What follows belongs to an exercise in optimizing a design on an open flow for small area; a production flow would make more cautious choices.
In this exercise RTL edits were held to simulation tests only and were not proved equivalent to the original.
Power and IR drop assume default switching activity.

oak:
## password_cracker
module password_cracker (
  input  logic         clk,
  input  logic         reset_n,
  input  logic         start,
  input  logic [127:0] target_hash,
  input  logic         hash_done,
  input  logic [511:0] hashes,
  output logic [255:0] candidates,
  output logic         hash_reset,
  output logic         hash_start,
  output logic         found,
  output logic [63:0]  password,
  output logic [39:0]  elapsed,
  output logic [2:0]   state
);
For scale: about 1000 I/O pins.
Settings: LEC_CHECK=0, CAP_MARGIN=20, CORE_AREA=10 10 370 370, DIE_AREA=0 0 380 380, SLEW_MARGIN=20; clock period 6.0 ns.
standard.sh (not shown) runs the stock make flow with config.mk's settings and CLKGATE_MAP_FILE= SYNTH_SCRIPT=/design/flow/synth_recipe.tcl, a recipe that flattens the netlist after the stock synthesis.
==> flow/flow/run.sh <==
#!/bin/bash
# The standard ORFS flow (standard.sh), with two changes to how the layout is made:
#  - ports get the smallest buffer (buf_1) instead of the resizer's default choice
#  - the clock tree uses mid-size clock buffers and no dummy loads
# Each tool's output goes to the ORFS logs under orfs/logs; make's own output to standard.log.
set -o pipefail
export BUFFER_PORTS_ARGS="-buffer_cell sky130_fd_sc_hd__buf_1"
export CTS_ARGS="-buf_list {sky130_fd_sc_hd__clkbuf_4 sky130_fd_sc_hd__clkbuf_8} -sink_clustering_enable -sink_clustering_size 10 -sink_clustering_max_diameter 60 -dont_use_dummy_load"
bash standard.sh > standard.log 2>&1
Changes in pine relative to oak:
-- flow/config.mk --
<<< oak, line 7
export LEC_CHECK = 0
export CAP_MARGIN = 20
export CORE_AREA = 10 10 370 370
export DIE_AREA = 0 0 380 380
export SLEW_MARGIN = 20
>>> pine, line 7
export LEC_CHECK = 0
export CAP_MARGIN = 20
export CORE_AREA = 10 10 290 290
export DIE_AREA = 0 0 300 300
export SLEW_MARGIN = 20
[summary]
Comparing pine and oak, final clock period utilization by the worst path is higher on oak.
Going from oak to pine, diode insertion count for antenna repair grows by 2.
Looking at pine and oak, the count of flip-flops and latches is a wash.
pine vs oak: sequential share of cell area up
Comparing overall power of the completed layout for pine and oak, the bigger number came from oak.
Compared oak against pine; clock network area share within noise.
Of pine and oak, oak shows the higher routed wire length, with pine below it.
The final core utilization in pine was higher than what oak gave.
In pine, signed area change from the synthesized netlist to the final layout is lower than in oak.
Taking oak as the reference, in pine final worst clock skew up 17 ps; post-layout net count shrank by 36.

* * *

== old ==
The RTL this note starts from:
==> flow/design.v <==
package cracker_pkg;
  localparam int NUM_LANES   = 4;
  localparam int PW_DIGITS   = 8;
  localparam int TIME_DIGITS = 10;
  localparam int HASH_BITS   = 128;
  localparam logic [2:0] S_IDLE       = 3'd0;
  localparam logic [2:0] S_HASH_RESET = 3'd1;
  localparam logic [2:0] S_LOAD       = 3'd2;
  localparam logic [2:0] S_HASH_WAIT  = 3'd3;
  localparam logic [2:0] S_COMPARE    = 3'd4;
  localparam logic [2:0] S_FOUND      = 3'd5;
  function automatic logic [3:0] bcd_toggle(input logic [3:0] d, input logic en);
    bcd_toggle[0] = en;
    bcd_toggle[1] = en & d[0] & ~d[3];
    bcd_toggle[2] = en & d[0] & d[1];
    bcd_toggle[3] = en & d[0] & (d[3] | (d[2] & d[1]));
  endfunction
  function automatic logic [3:0] bcd_add5(input logic [3:0] d);
    bcd_add5[0] = (~d[0]);
    bcd_add5[1] = (~d[0] & d[3]) | (d[0] & d[1] & d[2]) | (~d[0] & d[1] & ~d[2]) | (d[0] & ~d[1] & ~d[2] & ~d[3]);
    bcd_add5[2] = (~d[1] & ~d[2] & ~d[3]) | (d[0] & d[3]) | (~d[0] & ~d[2] & ~d[3]);
    bcd_add5[3] = (d[0] & d[1] & ~d[2]) | (~d[0] & ~d[1] & d[2]);
  endfunction
  function automatic logic [3:0] bcd_add2c(input logic [3:0] d, input logic c);
    bcd_add2c[0] = (~d[0] & c) | (d[0] & ~c);
    bcd_add2c[1] = (~d[0] & ~d[1] & ~d[3]) | (~d[1] & ~d[3] & ~c) | (d[0] & d[3] & c) | (d[0] & d[1] & ~d[2] & c);
    bcd_add2c[2] = (d[1] & ~d[2]) | (~d[0] & ~d[1] & d[2]) | (~d[1] & d[2] & ~c) | (d[0] & ~d[2] & ~d[3] & c);
    bcd_add2c[3] = (~d[0] & d[1] & d[2]) | (d[1] & d[2] & ~c) | (d[0] & ~d[1] & d[2] & c);
  endfunction
  function automatic logic [3:0] bcd_add7c(input logic [3:0] d, input logic c);
    bcd_add7c[0] = (~d[0] & ~c) | (d[0] & c);
    bcd_add7c[1] = (d[3] & c) | (d[0] & ~d[1] & d[2]) | (d[0] & d[3]) | (~d[1] & d[2] & c) | (~d[0] & d[1] & d[2] & ~c) | (~d[0] & ~d[1] & ~d[2] & ~d[3] & ~c);
    bcd_add7c[2] = (d[3]) | (d[1] & d[2] & c) | (d[0] & d[1] & d[2]) | (~d[0] & ~d[1] & ~d[2] & ~c);
    bcd_add7c[3] = (d[0] & ~d[1] & ~d[2] & ~d[3]) | (~d[0] & d[1] & ~d[2] & ~c) | (~d[1] & ~d[2] & ~d[3] & c);
  endfunction
  function automatic logic bcd_is9(input logic [3:0] d);
    bcd_is9 = d[0] & d[3];
  endfunction
endpackage
`timescale 1ns/1ps
module crack_ctrl (
  input  logic       clk,
  input  logic       reset_n,
  input  logic       start,
  input  logic       hash_done,
  input  logic       hit,
  output logic [2:0] state,
  output logic       in_compare,
  output logic       in_idle,
  output logic       in_found,
  output logic       hash_reset,
  output logic       hash_start,
  output logic       found
);
  logic       hr;
  logic [2:0] abc;
  logic       st_idle, st_load, st_wait, st_cmp, st_found;
  logic       step, enter_hr, leave_hr, to_idle;
  assign st_idle  = !hr && !abc[2] && !abc[1];
  assign st_load  = !hr &&  abc[1] && !abc[0];
  assign st_wait  = !hr &&  abc[1] &&  abc[0];
  assign st_cmp   = !hr &&  abc[2] && !abc[0];
  assign st_found = !hr &&  abc[2] &&  abc[0];
  assign leave_hr = hr && (abc == 3'd1);
  assign enter_hr = (st_idle && start) || (st_cmp && !hit);
  assign step     = hr || st_load || (st_wait && hash_done) || (st_cmp && hit);
  assign to_idle  = st_found && start;
  always_ff @(posedge clk) begin
    if (!reset_n) begin
      hr  <= 1'b0;
      abc <= 3'd0;
    end else begin
      hr <= enter_hr || (hr && !leave_hr);
      if (step)          abc <= abc + 3'd1;
      else if (enter_hr) abc <= 3'd2;
      else if (to_idle)  abc <= 3'd0;
    end
  end
  assign state      = {!hr && abc[2], !hr && abc[1], hr || abc[0]};
  assign in_idle    = st_idle;
  assign in_compare = st_cmp;
  assign in_found   = st_found;
  assign hash_reset = hr;
  assign hash_start = st_load;
  assign found      = st_found;
endmodule
`timescale 1ns/1ps
module candidate_gen (
  input  logic         clk,
  input  logic         reset_n,
  input  logic         advance,
  output logic [31:0]  digits,      
  output logic [3:0]   d6_odd,      
  output logic [3:0]   d7_l1,
  output logic [3:0]   d7_l2,
  output logic [3:0]   d7_l3,
  output logic [255:0] candidates
);
  logic [7:0] nines;
  always_ff @(posedge clk) begin
    for (int d = 0; d < 8; d++) begin
      if (!reset_n) digits[4*d +: 4] <= 4'd0;
      else          digits[4*d +: 4] <= digits[4*d +: 4] ^ cracker_pkg::bcd_toggle(digits[4*d +: 4], advance & nines[d]);
    end
  end
  always_comb begin
    nines[0] = 1'b1;
    for (int d = 0; d < 7; d++) begin
      nines[d+1] = nines[d] & cracker_pkg::bcd_is9(digits[4*d +: 4]);
    end
  end
  logic c6_hi;
  assign c6_hi  = digits[27] | (digits[26] & (digits[25] | digits[24]));    
  assign d6_odd = cracker_pkg::bcd_add5(digits[27:24]);
  assign d7_l1  = cracker_pkg::bcd_add2c(digits[31:28], c6_hi);
  assign d7_l2  = cracker_pkg::bcd_add5(digits[31:28]);
  assign d7_l3  = cracker_pkg::bcd_add7c(digits[31:28], c6_hi);
  logic [31:0] lane1_bcd, lane2_bcd, lane3_bcd;
  assign lane1_bcd = {d7_l1, d6_odd,        digits[23:0]};
  assign lane2_bcd = {d7_l2, digits[27:24], digits[23:0]};
  assign lane3_bcd = {d7_l3, d6_odd,        digits[23:0]};
  always_comb begin
    for (int d = 0; d < 8; d++) begin
      candidates[      8*d +: 8] = {4'h3, digits[4*d +: 4]};
      candidates[ 64 + 8*d +: 8] = {4'h3, lane1_bcd[4*d +: 4]};
      candidates[128 + 8*d +: 8] = {4'h3, lane2_bcd[4*d +: 4]};
      candidates[192 + 8*d +: 8] = {4'h3, lane3_bcd[4*d +: 4]};
    end
  end
endmodule
`timescale 1ns/1ps
module match_unit (
  input  logic [511:0] hashes,
  input  logic [127:0] target_hash,
  output logic         hit,
  output logic [1:0]   lane      
);
  logic [3:0] eq;
  always_comb begin
    for (int l = 0; l < 4; l++) begin
      eq[l] = (hashes[128*l +: 128] == target_hash);
    end
  end
  assign hit     = |eq;
  assign lane[0] = !eq[0] && (eq[1] || !eq[2]);
  assign lane[1] = !eq[0] && !eq[1];
endmodule
`timescale 1ns/1ps
module result_buffer (
  input  logic        clk,
  input  logic        reset_n,
  input  logic        in_idle,
  input  logic        in_found,
  input  logic        take_result,
  input  logic [1:0]  hit_lane,
  input  logic [31:0] digits,
  input  logic [3:0]  d6_odd,
  input  logic [3:0]  d7_l1,
  input  logic [3:0]  d7_l2,
  input  logic [3:0]  d7_l3,
  output logic [39:0] elapsed,
  output logic [63:0] password
);
  logic [9:0] nines;
  always_comb begin
    nines[0] = 1'b1;
    for (int d = 0; d < 9; d++) begin
      nines[d+1] = nines[d] & cracker_pkg::bcd_is9(elapsed[4*d +: 4]);
    end
  end
  always_ff @(posedge clk) begin
    for (int d = 0; d < 10; d++) begin
      if (!reset_n || in_idle) elapsed[4*d +: 4] <= 4'd0;
      else                     elapsed[4*d +: 4] <= elapsed[4*d +: 4] ^ cracker_pkg::bcd_toggle(elapsed[4*d +: 4], !in_found & nines[d]);
    end
  end
  logic [1:0] lane_q;
  always_ff @(posedge clk) begin
    if (take_result) lane_q <= hit_lane;
  end
  logic [3:0] p7, p6;
  always_comb begin
    case (lane_q)
      2'd0: begin p7 = digits[31:28]; p6 = digits[27:24]; end
      2'd1: begin p7 = d7_l1;         p6 = d6_odd;        end
      2'd2: begin p7 = d7_l2;         p6 = digits[27:24]; end
      default: begin p7 = d7_l3;      p6 = d6_odd;        end
    endcase
  end
  logic [31:0] pw_bcd;
  assign pw_bcd = {p7, p6, digits[23:0]};
  always_comb begin
    for (int d = 0; d < 8; d++) begin
      password[8*d +: 8] = {4'h3, pw_bcd[4*d +: 4]};
    end
  end
endmodule
`timescale 1ns/1ps
module password_cracker (
  input  logic         clk,
  input  logic         reset_n,
  input  logic         start,
  input  logic [127:0] target_hash,
  input  logic         hash_done,
  input  logic [511:0] hashes,
  output logic [255:0] candidates,
  output logic         hash_reset,
  output logic         hash_start,
  output logic         found,
  output logic [63:0]  password,
  output logic [39:0]  elapsed,
  output logic [2:0]   state
);
  logic        hit;
  logic [1:0]  hit_lane;
  logic        in_compare, in_idle, in_found;
  logic [31:0] digits;
  logic [3:0]  d6_odd, d7_l1, d7_l2, d7_l3;
  crack_ctrl ctrl0 (
    .clk        (clk),
    .reset_n    (reset_n),
    .start      (start),
    .hash_done  (hash_done),
    .hit        (hit),
    .state      (state),
    .in_compare (in_compare),
    .in_idle    (in_idle),
    .in_found   (in_found),
    .hash_reset (hash_reset),
    .hash_start (hash_start),
    .found      (found)
  );
  candidate_gen gen0 (
    .clk        (clk),
    .reset_n    (reset_n),
    .advance    (in_compare && !hit),
    .digits     (digits),
    .d6_odd     (d6_odd),
    .d7_l1      (d7_l1),
    .d7_l2      (d7_l2),
    .d7_l3      (d7_l3),
    .candidates (candidates)
  );
  match_unit match0 (
    .hashes      (hashes),
    .target_hash (target_hash),
    .hit         (hit),
    .lane        (hit_lane)
  );
  result_buffer result0 (
    .clk         (clk),
    .reset_n     (reset_n),
    .in_idle     (in_idle),
    .in_found    (in_found),
    .take_result (in_compare && hit),
    .hit_lane    (hit_lane),
    .digits      (digits),
    .d6_odd      (d6_odd),
    .d7_l1       (d7_l1),
    .d7_l2       (d7_l2),
    .d7_l3       (d7_l3),
    .elapsed     (elapsed),
    .password    (password)
  );
endmodule
clock: 6.0 ns
lec_check: 0
cap_margin: 20
core_area: 10 10 290 290
die_area: 0 0 300 300
slew_margin: 20
==> flow/flow/run.sh <==
#!/bin/bash
# The standard ORFS flow (standard.sh) with these changes to how the layout is made:
#  - synthesis maps logic with an area-oriented abc script (flow/synth.tcl, flow/abc_area.script);
#    everything else in it is synth_recipe.tcl, so registers and their names are unchanged
#  - after floorplan, each conb_1 tie cell drives one tie-low and one tie-high net (flow/pair_ties.tcl)
#  - ports get the smallest buffer (buf_1)
#  - the clock tree uses mid-size clock buffers and no dummy loads
# make's output goes to standard_*.log; each tool's full log is under orfs/logs/.
set -eo pipefail
W=$PWD
export BUFFER_PORTS_ARGS="-buffer_cell sky130_fd_sc_hd__buf_1"
export CTS_ARGS="-buf_list {sky130_fd_sc_hd__clkbuf_4 sky130_fd_sc_hd__clkbuf_8} -sink_clustering_enable -sink_clustering_size 10 -sink_clustering_max_diameter 60 -dont_use_dummy_load"
export FLOW_ABC_SCRIPT=$W/flow/abc_area.script
sed "s#SYNTH_SCRIPT=[^ ]*#SYNTH_SCRIPT=$W/flow/synth.tcl#" standard.sh > own_standard.sh
R=$W/orfs/results/$FLOW_PLATFORM/password_cracker/base
bash own_standard.sh $R/2_1_floorplan.odb > standard_floorplan.log 2>&1
TIE_ODB=$R/2_1_floorplan.odb openroad -no_init -exit flow/pair_ties.tcl > pair_ties.log 2>&1
bash own_standard.sh > standard.log 2>&1
Other scripts of this flow, unchanged in this note and not shown: flow/flow/abc_area.script, flow/flow/pair_ties.tcl, flow/flow/synth.tcl
### old -> new
diff --git a/flow/flow/run.sh b/flow/flow/run.sh
--- a/flow/flow/run.sh
+++ b/flow/flow/run.sh
@@ -12,2 +12,3 @@
 export CTS_ARGS="-buf_list {sky130_fd_sc_hd__clkbuf_4 sky130_fd_sc_hd__clkbuf_8} -sink_clustering_enable -sink_clustering_size 10 -sink_clustering_max_diameter 60 -dont_use_dummy_load"
+export REMOVE_ABC_BUFFERS=1
 export FLOW_ABC_SCRIPT=$W/flow/abc_area.script
diff --git a/flow/config.mk b/flow/config.mk
--- a/flow/config.mk
+++ b/flow/config.mk
@@ -10,2 +10,3 @@
 export DIE_AREA = 0 0 300 300
+export GPL_TIMING_DRIVEN = 0
 export SLEW_MARGIN = 20
[summary]
The sequential cell power on new is in line with that on old.
Taking new over old, the routed length on met3 ratio works out to 0.860.
Higher final routed wirelength across all metal layers was reported by old, not new.
Cmp new and old / final period demand of the worst path / higher: new
On layout buffer count excluding clock buffers: between new and old, it ends up higher for old.
Vias per cell ended up about 0.37% lower on new than on old.
Per the comparison of new with old, met3 routing resource usage after global routing decreased by 0.96 points relative to the old numbers; number of cells after detailed placement decreased by 64 relative to the old numbers.

separate check: timing with driven ports:
No port has a modelled driver above. Below, the same layouts with a new extraction and two added sets of constraints. Step 1, drivers: a clkbuf_16 drives clk and a buf_2 each remaining input, both assumed. Step 2 also shifts input and output timing later by t, the mid clock arrival at the registers, as if the neighbouring blocks saw the same clock. Three values: ideal, step 1, step 2; two values: the first two.
run | shift t [ns] | setup slack, ns | worst hold slack (ns) | latest minus earliest clock arrival (ns)
oak | 0.434 | 1.107 / 1.108 / 0.674 | 0.498 / 0.498 / 0.498 | 0.028 / 0.028
pine | 0.385 | 1.380 / 1.380 / 0.995 | 0.477 / 0.477 / 0.477 | 0.045 / 0.045
old | 0.396 | 0.646 / 0.638 / 0.241 | 0.493 / 0.493 / 0.493 | 0.046 / 0.045
new | 0.380 | 0.261 / 0.257 / -0.123 | 0.506 / 0.506 / 0.506 | 0.026 / 0.026
Met with ideal ports but missed after step 2: setup timing in new. For oak, which loses most, drivers alone change the setup slack by +0.001 ns; drivers and shift together by -0.433 ns.
